Source: an optimization exercise on an open RTL-to-GDS flow (aim: small area and a short achievable clock period). Production flows keep margins and buffers that such runs may drop. RTL that was checked went through simulation tests only; none was proved equivalent to the original. Power is estimated from default activity; no workload was simulated.

## pu_net
module pu_net
#(
    parameter int DATA_WIDTH = 32,
    parameter int PROG_DEPTH = 16
) (
    input  wire logic                          clk,
    input  wire logic                          rst,
    input  wire logic                          prog_we,
    input  wire logic [$clog2(PROG_DEPTH)-1:0] prog_addr,
    input  wire logic [instr_width-1:0]        prog_data,
    input  wire logic                          start,
    input  wire logic [DATA_WIDTH-1:0]         in_data,
    input  wire logic [attr_width-1:0]         in_attr,
    output logic                               in_take,
    output logic                               out_valid,
    output logic      [DATA_WIDTH-1:0]         out_data,
    output logic [attr_width-1:0]              out_attr,
    output logic                               busy,
    output logic                               done
);
For scale: roughly 2000 cells after synthesis, ~490 flip-flops, ~94 I/O pins, roughly 0.027 mm^2 of cells after synthesis.
clock: 10.0 ns
lec_check: 0
cap_margin: 20
core_margin: 2
core_utilization: 40
slew_margin: 20
standard.sh (not shown) runs the stock make flow with config.mk's settings and CLKGATE_MAP_FILE= SYNTH_SCRIPT=/design/flow/synth_recipe.tcl, a recipe that flattens the netlist after the stock synthesis.
==> flow/flow/run.sh <==
#!/bin/bash
# Standard layout, with repair_timing aiming for a larger setup slack margin.
set -euo pipefail
bash standard.sh finish SETUP_SLACK_MARGIN=6.5 > standard_flow.log 2>&1
The starting point produced a clean layout.
Change:
==> flow/run.sh (new file) <==
#!/bin/bash
# synth_recipe.tcl (not shown) runs the flow's synth.tcl, then flattens the netlist and writes it again
# the make line also repeats each setting of config.mk as NAME=value (left out here)
make -C /OpenROAD-flow-scripts/flow DESIGN_CONFIG=/design/flow/config.mk WORK_HOME=/design/flow/orfs CLKGATE_MAP_FILE= SYNTH_SCRIPT=/design/flow/synth_recipe.tcl finish
removed: flow/flow/run.sh
removed: flow/standard.sh
Non-clock buffer count drops by 85; critical path depth drops by 3; worst hold slack degrades by 9.8 ps; area after synthesis stays the same; total power drops by 3.1%; global-route usage drops by 1.2 points; cell count drops by 2.8%; die area is unchanged; first-iteration DRC count climbs by 6.9%; routed wire length drops by 6.7%.
Change:
==> flow/flow/run.sh (new file) <==
#!/bin/bash
# Standard layout, with repair_timing aiming for a larger setup slack margin.
set -euo pipefail
bash standard.sh finish SETUP_SLACK_MARGIN=7.3 > standard_flow.log 2>&1
==> flow/standard.sh (new file) <==
#!/bin/bash
# synth_recipe.tcl (not shown) runs the flow's synth.tcl, then flattens the netlist and writes it again
# the make line also repeats each setting of config.mk as NAME=value (left out here)
make -C /OpenROAD-flow-scripts/flow DESIGN_CONFIG=/design/flow/config.mk WORK_HOME=/design/flow/orfs CLKGATE_MAP_FILE= SYNTH_SCRIPT=/design/flow/synth_recipe.tcl "${@:-finish}"
removed: flow/run.sh
Outcome: Setup slack improves by 1100 ps; first-iteration DRC count rose by 4.4%; final cell count rose by 7.7%.
Change:
==> flow/run.sh (new file) <==
#!/bin/bash
# synth_recipe.tcl (not shown) runs the flow's synth.tcl, then flattens the netlist and writes it again
# the make line also repeats each setting of config.mk as NAME=value (left out here)
make -C /OpenROAD-flow-scripts/flow DESIGN_CONFIG=/design/flow/config.mk WORK_HOME=/design/flow/orfs CLKGATE_MAP_FILE= SYNTH_SCRIPT=/design/flow/synth_recipe.tcl finish
ABC_CLOCK_PERIOD_IN_PS = 2500   (was not set)
SETUP_SLACK_MARGIN = 5   (was not set)
removed: flow/flow/run.sh
removed: flow/standard.sh
Result: The changed run produced a clean layout. First-iteration DRC count shrinks by 4.2%. Fmax shrinks by 24%. Via count shrinks by 7.6%. Register-to-register slack loses 610 ps. Final area falls by 15%. Core utilization falls by 8.1 points. Die area does not change. Routed wire length came out lower by 14%. Area after synthesis does not change. Setup slack got worse by 1100 ps. Global-route usage goes down by 2.9 points.
No functional check of the RTL was part of any run of this note.

pu_net, a different RTL version from the one above (not shown whole).
For scale: ~460 flip-flops, ~94 I/O pins.
==> flow/design.v (excerpt) <==
module pu_net
#(
    parameter int DATA_WIDTH = 32,
    parameter int PROG_DEPTH = 16
) (
    input  wire logic                          clk,
    input  wire logic                          rst,
    input  wire logic                          prog_we,
    input  wire logic [$clog2(PROG_DEPTH)-1:0] prog_addr,
    input  wire logic [instr_width-1:0]        prog_data,
    input  wire logic                          start,
    input  wire logic [DATA_WIDTH-1:0]         in_data,
    input  wire logic [attr_width-1:0]         in_attr,
    output logic                               in_take,
    output logic                               out_valid,
    output logic      [DATA_WIDTH-1:0]         out_data,
    output logic [attr_width-1:0]              out_attr,
    output logic                               busy,
    output logic                               done
);
clock: 10.0 ns
lec_check: 0
cap_margin: 20
core_margin: 2
core_utilization: 40
slew_margin: 20
==> flow/flow/run.sh <==
#!/bin/bash
# Standard layout run through standard.sh with extra ORFS settings; make output goes to standard_flow.log.
set -euo pipefail
bash standard.sh finish "SETUP_SLACK_MARGIN=6.8" "BUFFER_PORTS_ARGS=-buffer_cell sky130_fd_sc_hd__buf_2" "TNS_END_PERCENT=0" "CTS_CLUSTER_DIAMETER=100" "CTS_CLUSTER_SIZE=30" "CAP_MARGIN=5" "SLEW_MARGIN=5" > standard_flow.log 2>&1
The baseline finished clean.
==> next run, changes <==
==> flow/flow/run.sh (replaced) <==
#!/bin/bash
# Standard layout run through standard.sh with extra ORFS settings; make output goes to standard_flow.log.
set -euo pipefail
bash standard.sh finish "SETUP_SLACK_MARGIN=6.8" "BUFFER_PORTS_ARGS=-buffer_cell sky130_fd_sc_hd__buf_2" "TNS_END_PERCENT=0" "CTS_CLUSTER_DIAMETER=100" "CTS_CLUSTER_SIZE=30" "PLACE_DENSITY=0.75" > standard_flow.log 2>&1
Result: Clock power came out lower by about 18%. Setup slack is better by 0.0081 ns. Area after synthesis stays the same. Total power is lower by 5.5%. Sequential share of layout area goes up by 0.29 points. Combinational power goes up by about 2%. Count of clock-buffer cells in the layout is unchanged.
==> next run, changes <==
==> flow/flow/run.sh (replaced) <==
#!/bin/bash
# Standard layout; port buffers are buf_2 cells and repair_timing aims for a
# larger setup slack margin.
set -euo pipefail
bash standard.sh finish SETUP_SLACK_MARGIN=7.0 "BUFFER_PORTS_ARGS=-buffer_cell sky130_fd_sc_hd__buf_2" > standard_flow.log 2>&1
After rerunning:
- The new run finished clean
- die area stays the same
- non-clock buffer count rose by 119
- worst setup slack loses 0.0091 ns
- cell count rose by 6.0%
- final area rose by 15%
- combinational power rose by 17%
- hold slack loses 0.018 ns
- global-route usage rose by 3.4 points
- critical path depth rose by 8
- wire length rose by 15%
- power rose by 26%
==> next run, changes <==
==> flow/flow/run.sh (replaced) <==
#!/bin/bash
# Standard layout run through standard.sh with extra ORFS settings; make output goes to standard_flow.log.
set -euo pipefail
bash standard.sh finish "SETUP_SLACK_MARGIN=6.7" "BUFFER_PORTS_ARGS=-buffer_cell sky130_fd_sc_hd__buf_2" "TNS_END_PERCENT=0" "CTS_CLUSTER_DIAMETER=100" "CTS_CLUSTER_SIZE=24" "PLACE_DENSITY=0.75" > standard_flow.log 2>&1
Effect:
- The changed run went through all stages and came out clean
- wire length decreases by about a fifth
- die area does not change
- combinational power decreases by about a fifth
- via count came out lower by a few percent
- register-to-register slack loses 0.04 ns
- total power went down by about a fifth
- cell area drops by roughly a tenth
- count of clock-buffer cells in the layout shrinks by 33
- hold slack improved by 0.0064 ns
- flip-flop and latch count does not change
- maximum frequency is lower slightly
==> next run, changes <==
==> flow/flow/run.sh (replaced) <==
#!/bin/bash
# Standard layout run through standard.sh with extra ORFS settings; make output goes to standard_flow.log.
set -euo pipefail
bash standard.sh finish "SETUP_SLACK_MARGIN=6.5" "BUFFER_PORTS_ARGS=-buffer_cell sky130_fd_sc_hd__buf_2" "CTS_CLUSTER_DIAMETER=100" "CTS_CLUSTER_SIZE=30" > standard_flow.log 2>&1
=> Design area goes up by 0.35%. Total power goes up by 3.1%. Synthesized area stays the same. Final cell count goes down by 0.47%. Setup slack gets worse by 0.028 ns. Utilization goes up by 0.16 points.

== v7 ==
Starting RTL as in the previous note.
clock: 10.0 ns
lec_check: 0
cap_margin: 20
core_margin: 2
core_utilization: 40
slew_margin: 20
==> flow/flow/run.sh <==
#!/bin/bash
# Standard layout run through standard.sh with extra ORFS settings; make output goes to standard_flow.log.
set -euo pipefail
bash standard.sh finish "SETUP_SLACK_MARGIN=6.8" "BUFFER_PORTS_ARGS=-buffer_cell sky130_fd_sc_hd__buf_2" "TNS_END_PERCENT=0" > standard_flow.log 2>&1
Relative to v7, the following input files were edited for v22:
==> flow/flow/run.sh <==
#!/bin/bash
# Standard layout; port buffers are buf_2 cells and repair_timing aims for a
# larger setup slack margin.
set -euo pipefail
bash standard.sh finish SETUP_SLACK_MARGIN=6.5 "BUFFER_PORTS_ARGS=-buffer_cell sky130_fd_sc_hd__buf_2" > standard_flow.log 2>&1
## What came out
- When the final numbers for v7 and v22 were put side by side, the static leakage turned out to be greater in v7.
- From v7 to v22 the numbers moved as follows: power attributed to combinational cells now smaller; hold slack now smaller.

pu_net again, from the RTL that the note above started with.
==> flow/config.mk <==
export PLATFORM = sky130hd
export DESIGN_NAME = pu_net
export DESIGN_NICKNAME = pu_net
export VERILOG_FILES = /design/flow/design.v
export SDC_FILE = /design/flow/constraint.sdc
export NUM_CORES = 4
export LEC_CHECK = 0
export CAP_MARGIN = 20
export CORE_MARGIN = 2
export CORE_UTILIZATION = 40
export SLEW_MARGIN = 20
==> flow/constraint.sdc <==
create_clock -name core_clock -period 10.0 [get_ports {clk}]
set_input_delay 2.0000 -clock core_clock [delete_from_list [all_inputs] [get_ports {clk}]]
set_output_delay 2.0000 -clock core_clock [all_outputs]
set_load 0.01 [all_outputs]
==> flow/flow/run.sh <==
#!/bin/bash
# Standard layout run through standard.sh with extra ORFS settings; make output goes to standard_flow.log.
set -euo pipefail
bash standard.sh finish "SETUP_SLACK_MARGIN=6.8" "BUFFER_PORTS_ARGS=-buffer_cell sky130_fd_sc_hd__buf_2" "TNS_END_PERCENT=0" "CTS_CLUSTER_DIAMETER=100" "CTS_CLUSTER_SIZE=30" "PLACE_DENSITY=0.80" > standard_flow.log 2>&1
Edit:
==> flow/flow/run.sh (replaced) <==
#!/bin/bash
# Standard layout run through standard.sh with extra ORFS settings; make output goes to standard_flow.log.
set -euo pipefail
bash standard.sh finish "SETUP_SLACK_MARGIN=6.5" "BUFFER_PORTS_ARGS=-buffer_cell sky130_fd_sc_hd__buf_2" "ABC_AREA=1" > standard_flow.log 2>&1
Power rose by about 30%; setup slack gets worse by 0.16 ns; cell count rose by 32%; critical path depth rose by 9; hold slack gets worse by 0.010 ns; non-clock buffer count fell by 15; sequential cell count stays the same.
Edit:
==> flow/flow/run.sh (replaced) <==
#!/bin/bash
# Standard layout run through standard.sh with extra ORFS settings; make output goes to standard_flow.log.
set -euo pipefail
bash standard.sh finish "SETUP_SLACK_MARGIN=6.8" "BUFFER_PORTS_ARGS=-buffer_cell sky130_fd_sc_hd__buf_2" "TNS_END_PERCENT=0" "CTS_CLUSTER_DIAMETER=100" "CTS_CLUSTER_SIZE=24" "PLACE_DENSITY=0.75" "GPL_ROUTABILITY_DRIVEN=0" > standard_flow.log 2>&1
Effect:
- The changed run went through all stages and came out clean
- die area fell by 3.5%
- hold slack is about the same
- clock skew fell by 0.0063 ns
- total power fell by 21%
- global-route usage fell by 4.1 points
- clock-buffer cell count fell by 29
Edit:
==> flow/flow/run.sh (replaced) <==
#!/bin/bash
# Standard layout run through standard.sh with extra ORFS settings; make output goes to standard_flow.log.
set -euo pipefail
bash standard.sh finish "SETUP_SLACK_MARGIN=6.8" "BUFFER_PORTS_ARGS=-buffer_cell sky130_fd_sc_hd__buf_4" "TNS_END_PERCENT=0" "CTS_CLUSTER_DIAMETER=100" "CTS_CLUSTER_SIZE=24" "PLACE_DENSITY=0.75" > standard_flow.log 2>&1
After rerunning:
- The changed run finished clean
- routed wire length is lower by 5.9%
- via count is lower by 3.6%
- total power is lower by about 2%
- register-to-register slack degrades by 0.03 ns
- sequential power hardly moves
- non-clock buffer count is lower by 32
- worst setup slack degrades by 0.028 ns

## run A
pu_net again, from the RTL that the note above started with.
==> flow/design.v (excerpt) <==
module pu_net
#(
    parameter int DATA_WIDTH = 32,
    parameter int PROG_DEPTH = 16
) (
    input  wire logic                          clk,
    input  wire logic                          rst,
    input  wire logic                          prog_we,
    input  wire logic [$clog2(PROG_DEPTH)-1:0] prog_addr,
    input  wire logic [instr_width-1:0]        prog_data,
    input  wire logic                          start,
    input  wire logic [DATA_WIDTH-1:0]         in_data,
    input  wire logic [attr_width-1:0]         in_attr,
    output logic                               in_take,
    output logic                               out_valid,
    output logic      [DATA_WIDTH-1:0]         out_data,
    output logic [attr_width-1:0]              out_attr,
    output logic                               busy,
    output logic                               done
);
    logic                  s_ext, s_mult, s_accum, s_fram;
    logic                  d_mult, d_accum, d_fram, d_out;
    logic                  sel;
    logic [1:0]            addr;
    logic [DATA_WIDTH-1:0] mult_data, accum_data, fram_data, bus_data;
    logic [attr_width-1:0] mult_attr, accum_attr, fram_attr, bus_attr;
    logic [DATA_WIDTH-1:0] bus_q_data;
    logic [attr_width-1:0] bus_q_attr;
    pu_sequencer #(
        .PROG_DEPTH(PROG_DEPTH)
    ) i_pu_sequencer (
        .clk, .rst, .prog_we, .prog_addr, .prog_data, .start,
        .s_ext, .s_mult, .s_accum, .s_fram, .d_mult, .d_accum, .d_fram, .d_out,
        .sel, .addr, .busy, .done
    );
    assign in_take = s_ext;
    assign bus_data = (s_ext ? in_data : '0) | mult_data | accum_data | fram_data;
  ...
==> flow/config.mk <==
export PLATFORM = sky130hd
export DESIGN_NAME = pu_net
export DESIGN_NICKNAME = pu_net
export VERILOG_FILES = /design/flow/design.v
export SDC_FILE = /design/flow/constraint.sdc
export NUM_CORES = 4
export LEC_CHECK = 0
export CAP_MARGIN = 20
export CORE_MARGIN = 2
export CORE_UTILIZATION = 40
export SLEW_MARGIN = 20
==> flow/constraint.sdc <==
create_clock -name core_clock -period 10.0 [get_ports {clk}]
set_input_delay 2.0000 -clock core_clock [delete_from_list [all_inputs] [get_ports {clk}]]
set_output_delay 2.0000 -clock core_clock [all_outputs]
set_load 0.01 [all_outputs]
==> flow/flow/run.sh <==
#!/bin/bash
# Standard layout run through standard.sh with extra ORFS settings; make output goes to standard_flow.log.
set -euo pipefail
bash standard.sh finish "SETUP_SLACK_MARGIN=6.8" "BUFFER_PORTS_ARGS=-buffer_cell sky130_fd_sc_hd__buf_2" "TNS_END_PERCENT=0" "CTS_CLUSTER_DIAMETER=100" "CTS_CLUSTER_SIZE=30" "PLACE_DENSITY=0.65" > standard_flow.log 2>&1
Run A completed every stage of the flow, and the final layout passed the timing, design-rule and antenna checks.
--- input diff run A..run B ---
==> flow/flow/run.sh <==
#!/bin/bash
# Standard layout run through standard.sh with extra ORFS settings; make output goes to standard_flow.log.
set -euo pipefail
bash standard.sh finish "SETUP_SLACK_MARGIN=6.8" "BUFFER_PORTS_ARGS=-buffer_cell sky130_fd_sc_hd__buf_2" "TNS_END_PERCENT=0" "CTS_CLUSTER_DIAMETER=100" "CTS_CLUSTER_SIZE=30" "CORE_UTILIZATION=60" > standard_flow.log 2>&1
### Flow results
- Relative to run A, the first-iteration DRC count of run B is higher by 220.
- Higher clock skew was reported by run A, not run B.
- Of run B and run A, it is run B that has the lower part of the power in the clock network.
- Going from run A to run B, multi-input combinational cell area -about 0.4%, die area -0.022 mm2.
> inputs changed (run B -> run C)
==> flow/flow/run.sh <==
#!/bin/bash
# Standard layout run through standard.sh with extra ORFS settings; make output goes to standard_flow.log.
set -euo pipefail
bash standard.sh finish "SETUP_SLACK_MARGIN=6.8" "BUFFER_PORTS_ARGS=-buffer_cell sky130_fd_sc_hd__buf_2" "TNS_END_PERCENT=0" "CTS_CLUSTER_DIAMETER=100" "CTS_CLUSTER_SIZE=24" "PLACE_DENSITY=0.75" > standard_flow.log 2>&1
Notes after the runs:
When the final numbers for run B and run C were put side by side, the number of placed instances with taps included turned out to be greater in run C. After synthesis and placement, the instance count of run C is above that of run B. Against run B, global-route wire length before repair in run C came out better. The number of nets in the final layout reported for run C is smaller than that of run B by about 1%. The final reports for run C and run B show area of the placeable core higher in the former.
diff inputs: run C => run D
==> flow/flow/run.sh <==
#!/bin/bash
# Standard layout run through standard.sh with extra ORFS settings; make output goes to standard_flow.log.
set -euo pipefail
bash standard.sh finish "SETUP_SLACK_MARGIN=6.8" "BUFFER_PORTS_ARGS=-buffer_cell sky130_fd_sc_hd__buf_2" "TNS_END_PERCENT=10" "CTS_CLUSTER_DIAMETER=100" "CTS_CLUSTER_SIZE=24" "PLACE_DENSITY=0.75" > standard_flow.log 2>&1
--- outcome ---
[compare] base=run C new=run D: final setup skew roughly the same, met2 layer usage reported by global route higher, worst slew slack as a fraction of its limit lower.
Met3 routed wirelength | run D above run C
Relative to run C, finished layout cell area has increased by 0.85% in run D.
In run D, the signed area change from the synthesized netlist to the final layout came out 0.96 points above the value in run C.
[inputs] run E vs run D
==> flow/flow/run.sh <==
#!/bin/bash
# Standard layout run through standard.sh with extra ORFS settings; make output goes to standard_flow.log.
set -euo pipefail
bash standard.sh finish "SETUP_SLACK_MARGIN=6.2" "BUFFER_PORTS_ARGS=-buffer_cell sky130_fd_sc_hd__buf_2" > standard_flow.log 2>&1
[summary]
Area enclosed by the die boundary came out exactly the same in run D and run E. [compare] base=run D new=run E: signed area change from the synthesized netlist to the final layout went down, maximum clock frequency saw a decrease, switching power share of the total lower. Of the two values seen for kind of critical path, input port to flop was produced by run E and flop to output port by run D. Detailed-route vias per instance: higher on run D. The final reports for run E and run D show total power higher in the former. Against run D, run E reports a longest individual stage delay on the worst path that is higher.
The inputs of run F differ from those of run E as listed below.
==> flow/flow/run.sh <==
#!/bin/bash
# Standard layout run through standard.sh with extra ORFS settings; make output goes to standard_flow.log.
set -euo pipefail
bash standard.sh finish "SETUP_SLACK_MARGIN=6.8" "BUFFER_PORTS_ARGS=-buffer_cell sky130_fd_sc_hd__buf_2" "TNS_END_PERCENT=0" "CTS_CLUSTER_DIAMETER=150" "CTS_CLUSTER_SIZE=26" "PLACE_DENSITY=0.75" > standard_flow.log 2>&1
==> comparison <==
Run E reports its highest routed metal layer as met4 while run F reports met5. Delta (run F minus run E): deepest level of the CTS H-tree shows a reduction of 1, area of placed instances did not really move, routed length on met1 shows a reduction of 9.8%.

## static timing again, ports no longer ideal
Ports are ideal in the flow. The routed layouts listed here were re-timed in OpenROAD. Step 1, drivers: a clkbuf_16 drives clk and a buf_2 each remaining input, both assumed. Step 2 adds t to the input delays and takes it off the output delays; t is the mean of the earliest and latest rising clock arrival at the registers after step 1. Input paths then give back, and output paths get back, about the clock's delay inside the block. Slacks: ideal / step 1 / step 2; pairs: ideal / step 1.
| run | t (ns) | setup WS [ns] | worst setup path at the end | slew at the worst register clock pin (ns) |
|---|---|---|---|---|
| the first run of note 1 | 0.663 | 6.464 / 6.464 / 5.828 | input to register | 0.07 / 0.07 |
| the second run of note 1 | 0.673 | 5.594 / 5.533 / 5.523 | input to register | 0.06 / 0.06 |
| the third run of note 1 | 0.670 | 6.648 / 6.648 / 6.212 | input to register | 0.07 / 0.07 |
| the fourth run of note 1 | 0.673 | 5.594 / 5.533 / 5.523 | input to register | 0.06 / 0.06 |
| the first run of note 2 | 0.645 | 6.629 / 6.579 / 6.193 | input to register | 0.12 / 0.12 |
| the second run of note 2 | 0.615 | 6.637 / 6.575 / 6.231 | input to register | 0.12 / 0.12 |
| the third run of note 2 | 0.665 | 6.628 / 6.628 / 6.392 | input to register | 0.06 / 0.06 |
| the fourth run of note 2 | 0.635 | 6.581 / 6.522 / 6.205 | input to register | 0.11 / 0.11 |
| the fifth run of note 2 | 0.653 | 6.553 / 6.491 / 6.137 | input to register | 0.12 / 0.12 |
| v7 | 0.661 | 6.627 / 6.571 / 6.046 | input to register | 0.07 / 0.07 |
| v22 | 0.654 | 6.570 / 6.511 / 6.143 | input to register | 0.07 / 0.07 |
| the first run of note 4 | 0.621 | 6.681 / 6.622 / 6.233 | input to register | 0.12 / 0.12 |
| the second run of note 4 | 0.671 | 6.518 / 6.518 / 6.095 | input to register | 0.07 / 0.07 |
| the third run of note 4 | 0.645 | 6.674 / 6.613 / 6.096 | input to register | 0.10 / 0.10 |
| the fourth run of note 4 | 0.635 | 6.646 / 6.585 / 6.250 | input to register | 0.10 / 0.10 |
| run A | 0.659 | 6.668 / 6.619 / 6.224 | input to register | 0.12 / 0.12 |
| run B | 0.632 | 6.633 / 6.603 / 6.153 | input to register | 0.12 / 0.12 |
| run C | 0.635 | 6.643 / 6.585 / 6.201 | input to register | 0.11 / 0.11 |
| run D | 0.637 | 6.624 / 6.565 / 6.200 | input to register | 0.11 / 0.11 |
| run E | 0.677 | 6.306 / 6.272 / 5.664 | input to register | 0.07 / 0.07 |
| run F | 0.625 | 6.601 / 6.548 / 6.225 | input to register | 0.12 / 0.12 |
After both steps setup and hold are still met in every run listed. For run E, which loses most, drivers alone change the setup slack by -0.034 ns; drivers and shift together by -0.642 ns.
